From an optimization exercise on the open Yosys and OpenROAD flow, aimed at small area, a short achievable clock period and few clock cycles; shortcuts taken in it are not production practice. The RTL was checked by simulation tests, not by an equivalence proof against the original design.

<file path="flow/config.mk">
export PLATFORM = sky130hd
export DESIGN_NAME = matrix_mac_top
export DESIGN_NICKNAME = matrix_mac_top
export VERILOG_FILES = /design/flow/design.v
export SDC_FILE = /design/flow/constraint.sdc
export NUM_CORES = 4
export LEC_CHECK = 0
export CAP_MARGIN = 20
export CORE_MARGIN = 2
export CORE_UTILIZATION = 40
export SLEW_MARGIN = 20
</file>
<file path="flow/constraint.sdc">
create_clock -name core_clock -period 8.0 [get_ports {dca_port_11}]
set_input_delay 1.6000 -clock core_clock [delete_from_list [all_inputs] [get_ports {dca_port_11}]]
set_output_delay 1.6000 -clock core_clock [all_outputs]
set_load 0.01 [all_outputs]
</file>
<file path="flow/design.v">
`timescale 1ns/1ns
package mac_pkg;
  typedef enum logic [1:0] {
    OP_ADD   = 2'd0,
    OP_SUB   = 2'd1,
    OP_EWMUL = 2'd2,
    OP_OUTER = 2'd3
  } op_e;
  localparam int STEP_W = 4;
endpackage
`timescale 1ns/1ns
module mac_inst_reg
#(
  parameter int MATRIX_DIM = 4
)
(
  input  logic                                 dca_port_11,
  input  logic                                 dca_port_17,
  input  logic                                 i_load,
  input  logic [1:0]                           i_opcode,
  input  logic                                 i_init_acc,
  input  logic [MATRIX_DIM-1:0]                i_row_mask,
  input  logic [MATRIX_DIM-1:0]                i_col_mask,
  output logic [1:0]                           o_inst_opcode,
  output logic                                 o_inst_init_acc,
  output logic [MATRIX_DIM*MATRIX_DIM-1:0]     o_inst_elem_en
);
  localparam int NUM_ELEM = MATRIX_DIM * MATRIX_DIM;
  logic [NUM_ELEM-1:0] elem_en_nxt;
  always_comb
  begin
    for (int r = 0; r < MATRIX_DIM; r++)
      for (int c = 0; c < MATRIX_DIM; c++)
        elem_en_nxt[r*MATRIX_DIM + c] = i_row_mask[r] & i_col_mask[c];
  end
  always_ff @(posedge dca_port_11 or negedge dca_port_17)
  begin
    if (!dca_port_17)
    begin
      o_inst_opcode   <= mac_pkg::OP_ADD;
      o_inst_init_acc <= 1'b0;
      o_inst_elem_en  <= '0;
    end
    else if (i_load)
    begin
      o_inst_opcode   <= i_opcode;
      o_inst_init_acc <= i_init_acc;
      o_inst_elem_en  <= elem_en_nxt;
    end
  end
endmodule
`timescale 1ns/1ns
module mac_seq
(
  input  logic                       dca_port_11,
  input  logic                       dca_port_17,
  input  logic                       i_start,
  input  logic                       i_clear,
  input  logic [1:0]                 i_opcode,
  input  logic [mac_pkg::STEP_W-1:0] i_steps,
  output logic                       o_run,
  output logic                       o_first,
  output logic                       o_done
);
  logic [mac_pkg::STEP_W-1:0] remain;
  logic [mac_pkg::STEP_W-1:0] remain_nxt;
  always_comb
  begin
    remain_nxt = i_steps - 1'b1;
    if ((i_opcode != mac_pkg::OP_OUTER) || (i_steps == '0))
      remain_nxt = '0;
  end
  always_ff @(posedge dca_port_11 or negedge dca_port_17)
  begin
    if (!dca_port_17)
    begin
      o_run   <= 1'b0;
      o_first <= 1'b0;
      o_done  <= 1'b0;
      remain  <= '0;
    end
    else if (!o_run)
    begin
      o_done <= 1'b0;
      if (i_start && !i_clear)
      begin
        o_run   <= 1'b1;
        o_first <= 1'b1;
        remain  <= remain_nxt;
      end
    end
    else
    begin
      o_first <= 1'b0;
      remain  <= remain - 1'b1;
      if (i_clear || (remain == '0))
        o_run <= 1'b0;
      o_done <= !i_clear && (remain == '0);
    end
  end
endmodule
`timescale 1ns/1ns
module mac_lane
#(
  parameter int ELEM_W = 16
)
(
  input  logic              dca_port_11,
  input  logic              dca_port_17,
  input  logic              i_we,
  input  logic [1:0]        i_op,
  input  logic              i_acc,
  input  logic [ELEM_W-1:0] i_l_rc,
  input  logic [ELEM_W-1:0] i_r_rc,
  input  logic [ELEM_W-1:0] i_l_r0,
  input  logic [ELEM_W-1:0] i_r_0c,
  output logic [ELEM_W-1:0] o_val
);
  logic [ELEM_W-1:0] bank;
  logic [ELEM_W-1:0] op_a;
  logic [ELEM_W-1:0] op_b;
  logic [ELEM_W-1:0] prod;
  logic [ELEM_W-1:0] nxt;
  logic              outer;
  assign outer = (i_op == mac_pkg::OP_OUTER);
  assign op_a  = outer ? i_l_r0 : i_l_rc;
  assign op_b  = outer ? i_r_0c : i_r_rc;
  always_comb
  begin
    case (i_op)
      mac_pkg::OP_ADD:   nxt = i_l_rc + i_r_rc;
      mac_pkg::OP_SUB:   nxt = i_l_rc - i_r_rc;
      mac_pkg::OP_EWMUL: nxt = op_a * op_b;
      default:           nxt = (i_acc ? bank : '0) + op_a * op_b;
    endcase
  end
  always_ff @(posedge dca_port_11 or negedge dca_port_17)
  begin
    if (!dca_port_17)
      bank <= '0;
    else if (i_we)
      bank <= nxt;
  end
  assign o_val = bank;
endmodule
`timescale 1ns/1ns
module mac_datapath
#(
  parameter int MATRIX_DIM = 4,
  parameter int ELEM_W     = 16
)
(
  input  logic                                    dca_port_11,
  input  logic                                    dca_port_17,
  input  logic                                    i_run,
  input  logic [MATRIX_DIM*MATRIX_DIM-1:0]        i_elem_en,
  input  logic [1:0]                              i_op,
  input  logic                                    i_acc,
  input  logic [MATRIX_DIM*MATRIX_DIM*ELEM_W-1:0] i_lhs,
  input  logic [MATRIX_DIM*MATRIX_DIM*ELEM_W-1:0] i_rhs,
  output logic [MATRIX_DIM*MATRIX_DIM*ELEM_W-1:0] o_result
);
  for (genvar r = 0; r < MATRIX_DIM; r++)
  begin : g_row
    for (genvar c = 0; c < MATRIX_DIM; c++)
    begin : g_col
      localparam int IDX = r*MATRIX_DIM + c;
      mac_lane #(.ELEM_W(ELEM_W)) mac_lane_i
      (
        .dca_port_11 (dca_port_11),
        .dca_port_17 (dca_port_17),
        .i_we        (i_run & i_elem_en[IDX]),
        .i_op        (i_op),
        .i_acc       (i_acc),
        .i_l_rc      (i_lhs[IDX*ELEM_W +: ELEM_W]),
        .i_r_rc      (i_rhs[IDX*ELEM_W +: ELEM_W]),
        .i_l_r0      (i_lhs[(r*MATRIX_DIM)*ELEM_W +: ELEM_W]),
        .i_r_0c      (i_rhs[c*ELEM_W +: ELEM_W]),
        .o_val       (o_result[IDX*ELEM_W +: ELEM_W])
      );
    end
  end
endmodule
`timescale 1ns/1ns
`timescale 1ns/1ns
module matrix_mac_top
#(
  parameter int MATRIX_DIM = 4,
  parameter int ELEM_W     = 16
)
(
  input  logic                                    dca_port_11,
  input  logic                                    dca_port_17,
  input  logic                                    i_start,
  input  logic                                    i_clear,
  input  logic [1:0]                              i_opcode,
  input  logic                                    i_init_acc,
  input  logic [MATRIX_DIM-1:0]                   i_row_mask,
  input  logic [MATRIX_DIM-1:0]                   i_col_mask,
  input  logic [mac_pkg::STEP_W-1:0]              i_steps,
  input  logic [MATRIX_DIM*MATRIX_DIM*ELEM_W-1:0] i_lhs,
  input  logic [MATRIX_DIM*MATRIX_DIM*ELEM_W-1:0] i_rhs,
  output logic                                    o_busy,
  output logic                                    o_step_req,
  output logic                                    o_done,
  output logic [MATRIX_DIM*MATRIX_DIM*ELEM_W-1:0] o_result
);
  logic                             run;
  logic                             first;
  logic [1:0]                       inst_opcode;
  logic                             inst_init_acc;
  logic [MATRIX_DIM*MATRIX_DIM-1:0] inst_elem_en;
  mac_seq mac_seq_i
  (
    .dca_port_11 (dca_port_11),
    .dca_port_17 (dca_port_17),
    .i_start     (i_start),
    .i_clear     (i_clear),
    .i_opcode    (i_opcode),
    .i_steps     (i_steps),
    .o_run       (run),
    .o_first     (first),
    .o_done      (o_done)
  );
  mac_inst_reg #(.MATRIX_DIM(MATRIX_DIM)) mac_inst_reg_i
  (
    .dca_port_11     (dca_port_11),
    .dca_port_17     (dca_port_17),
    .i_load          (!run),
    .i_opcode        (i_opcode),
    .i_init_acc      (i_init_acc),
    .i_row_mask      (i_row_mask),
    .i_col_mask      (i_col_mask),
    .o_inst_opcode   (inst_opcode),
    .o_inst_init_acc (inst_init_acc),
    .o_inst_elem_en  (inst_elem_en)
  );
  mac_datapath #(.MATRIX_DIM(MATRIX_DIM), .ELEM_W(ELEM_W)) mac_datapath_i
  (
    .dca_port_11 (dca_port_11),
    .dca_port_17 (dca_port_17),
    .i_run       (run),
    .i_elem_en   (inst_elem_en),
    .i_op        (inst_opcode),
    .i_acc       (!(first && inst_init_acc)),
    .i_lhs       (i_lhs),
    .i_rhs       (i_rhs),
    .o_result    (o_result)
  );
  assign o_busy     = run;
  assign o_step_req = run;
endmodule
</file>
<file path="flow/run.sh">
#!/bin/bash
# synth_recipe.tcl (not shown) runs the flow's synth.tcl, then flattens the netlist and writes it again
# the make line also repeats each setting of config.mk as NAME=value (left out here)
make -C /OpenROAD-flow-scripts/flow DESIGN_CONFIG=/design/flow/config.mk WORK_HOME=/design/flow/orfs CLKGATE_MAP_FILE= SYNTH_SCRIPT=/design/flow/synth_recipe.tcl finish
</file>
==> flow_metrics.env <==
export IMPL_final_core_util_pct=52.4
export IMPL_worst_pin_slew_ns=1.17
export IMPL_grt_usage_pct=36.0
export IMPL_vias_per_cell=5.43
export IMPL_drt_iter0_drc=9845
export IMPL_h_tree_depth=2
export IMPL_synthCells=13900
export IMPL_setup_violations=0
export IMPL_synth_edf_count=0
export IMPL_async_flop_share_pct=100
export IMPL_placed_cells=19800
export IMPL_synth_seq_cells=282
export IMPL_max_freq_ghz=0.127
export IMPL_yosys_warnings=3
export IMPL_cts_buffers=48
export IMPL_place_area_um2=137000
export IMPL_netlist_area_um2=109000
export IMPL_cts_tree="yes"
export IMPL_crit_family="adder cells"
export IMPL_critPathSlowestCell="fa_1"
export IMPL_yosysTopAreaCell="fa_1"
export IMPL_initial_core_util_pct=40.3
export IMPL_dp_slack_ns=-1.25
export IMPL_clk_path_buf_depth=3
export IMPL_final_cells=20000
export IMPL_synth_main_ff_cell="dfrtp_1"
export IMPL_dieArea_um2=277000
export IMPL_min_period_ns=7.88
export IMPL_ctsHoldBuffers=0
export IMPL_worst_slack_ns=0.122
export IMPL_min_path_cells=2
export IMPL_clock_skew_ns=0.0871
export IMPL_synthToLayoutAreaGrowth_pct=30.1
export IMPL_worstSkewPairLatency_ns=0.79
export IMPL_io_pins=790
export IMPL_drcViolationCount=0
export IMPL_layout_common_cells="inv_1, buf_4, nor2_1"
export IMPL_clkSinkCount=282
export IMPL_synth_top_area_share_pct=24.1
export IMPL_path_max_fanout=2
export IMPL_outcome="finished clean"
export IMPL_grt_pass1_vias=106000
export IMPL_netlist_top_cells_area="fa_1, ha_1, xnor2_1"
export IMPL_end_kind="flop"
export IMPL_r2r_slack_ns=0.32
export IMPL_wirelength_mm=507
export IMPL_io_buffers=789
export IMPL_clk_pin_slew_ns=0.06
export IMPL_setup_tns_ns=0
export IMPL_worstRegToRegCells=28
export IMPL_grt_pass1_wl_mm=732
export IMPL_crit_type="primary input to flop"
export IMPL_routedWlPerCell_um=25.3
export IMPL_drive_gt1_share_pct=17.9
export IMPL_dp_hpwl_mm=429
export IMPL_cts_root_buf="clkbuf_16"
export IMPL_antenna_found_initial=109
export IMPL_slew_limit_headroom_pct=22.3
export IMPL_cp_arrival_ns=8.58
export IMPL_vias=109000
export IMPL_startpoint_type="primary input"
export IMPL_grt_max_degree=161
export IMPL_die_w_um=526
export IMPL_gp_congestion=1.04
export IMPL_r2r_start="mac_inst_reg_i.o_inst_opcode[0]"
export IMPL_drv_cap=0
export IMPL_grt_overflow=0
export IMPL_path_buf_inv=6
export IMPL_yosysSeqAreaShare_pct=6.47
export IMPL_rsz0062_at_grt="yes"
export IMPL_hold_path_class="flop to flop"
export IMPL_finalCritPeriodShare_pct=98.5
export IMPL_cpPeakStageDelay_ns=0.55
export IMPL_final_nets=19500
export IMPL_holdWs_ns=0.500
export IMPL_crit_required_ns=8.71
export IMPL_synth_area_per_cell_um2=7.86
export IMPL_hold_viol_final=0
export IMPL_ys_types=82
export IMPL_ant_nets=0
export IMPL_synth_nets=17000
export IMPL_final_common_cell="inv_1"
export IMPL_die_h_um=526
export IMPL_slew_viol_final=0
export IMPL_core_area_um2=271000
export IMPL_rows=191
export IMPL_firstDrtPassIters=6
export IMPL_design_area_um2=142000
## how the worst max path moves through the flow
stage	startpoint	end	slack [ns]	depth (start not counted)
global route	i_rhs[19]	flop	-0.06	29
finish	i_lhs[12]	flop	0.12	26
global placement	i_lhs[66]	flop	-1.27	29
CTS	i_rhs[22]	flop	-0.004	28
floorplan	i_lhs[135]	flop	-0.07	26
detailed placement	i_lhs[66]	flop	-1.25	29
## cells by family (layout without fill, tap and decap cells)
logic type                 Yosys count  count (layout)  share of synthesized area (%)
muxes                              154             154                           1.48
xor gates and xnor gates          1318            1318                           10.9
buffers and inverters             2631            5154                           9.24
AOI/OAI and AO/OA                 2466            2466                           13.9
and+or+nand+nor                   4432            4432                           19.2
DFF                                282             282                           6.47
adders and majority gates         2595            2595                           38.8
other                                0              77                              0
## cells in the mapped netlist, types with 13 or more instances
master and number:
inv_1 2058, nor2_1 1507, fa_1 1312, ha_1 1283
nand2_1 1151, xnor2_1 958, a21oi_1 927, and2_1 600
o21ai_0 471, clkbuf_1 452, xor2_1 333, a21o_1 328
dfrtp_1 282, nor3_1 196, nor2b_1 195, and3_1 181
a31oi_1 167, nand2b_1 136, or2_2 127, mux2i_1 96
nand3_1 91, o21bai_1 87, or3_1 73, and4_1 64
a211oi_1 62, mux2_2 58, o21a_1 55, buf_1 50
o31ai_1 47, o211ai_1 38, nor4_1 34, a31o_2 30
a41oi_1 30, buf_2 30, nand3b_1 30, a21oi_2 25
o41ai_1 25, xnor3_1 24, nor3b_1 23, a2111oi_0 17
a21boi_0 17, buf_6 16, o2111ai_1 15, o31a_1 14
a311oi_1 13
## final cells by class
class	instances	area, µm²
Antenna cell	77	193
Clock buffer	70	1370
Clock inverter	18	284
Fill cell	26200	129000
Inverter	2065	7760
Multi-Input combinational cell	11000	94400
Sequential cell	282	7070
Tap cell	3570	4470
Timing Repair Buffer	3001	26500
## routing by layer
layer / global-route usage [%] / part of all wire (%) / vias up
met5: 0 / 0.053 / -
met2: 52.4 / 41 / 4984
met1: 49.4 / 43 / 53000
li1: - / - / 50000
met3: 7.66 / 9.6 / 961
met4: 19.8 / 6.5 / 40
## worst min-delay path, cell delays in order (launching register included)
cell and delay (ns):
dfrtp_1 0.36, nand2_1 0.05, o21ai_0 0.06
## registers in the layout (all words and copies together) (netlist names)
name	cells
mac_datapath_i.g_row.g_col.mac_lane_i.bank	256
mac_inst_reg_i.o_inst_elem_en	16
mac_inst_reg_i.o_inst_init_acc	1
mac_inst_reg_i.o_inst_opcode	2
mac_seq_i.o_done	1
mac_seq_i.o_first	1
mac_seq_i.o_run	1
mac_seq_i.remain	4
## repair_timing
action / in CTS / in global routing
pin swaps: 21 / 183
buffers inserted: 8 / 50
setup endpoints to repair: 56 / 77
gates resized for setup: 112 / 456
Testbench counts, summed over its fixed seeds: cycles 7,501.

==> afterwards: timing with drivers on the ports <==
The results above use ideal ports. As a check the final layout listed here was re-extracted and re-timed, cells and wires unchanged.
Step 1: set_driving_cell puts a clkbuf_16 on dca_port_11 and a buf_2 on each other input, an assumption about the parent block.
Step 2, shift: input delay + t, output delay - t, t = (earliest + latest rising clock arrival at the registers) / 2. This alone moves slack from input paths to output paths.
Three values: ideal ports, drivers, drivers and shift; two values: the first two.
t, ns: 0.835
setup WS [ns]: 0.122 / 0.096 / -0.738
hold slack, ns: 0.500 / 0.500 / 0.500
worst register clock-pin slew, ns: 0.07 / 0.07
worst data-port slew with drivers (ns): 0.25
Met with ideal ports but missed after step 2: setup timing in this run. The setup slack of this run moves by -0.026 ns with the drivers and by -0.860 ns with both steps.
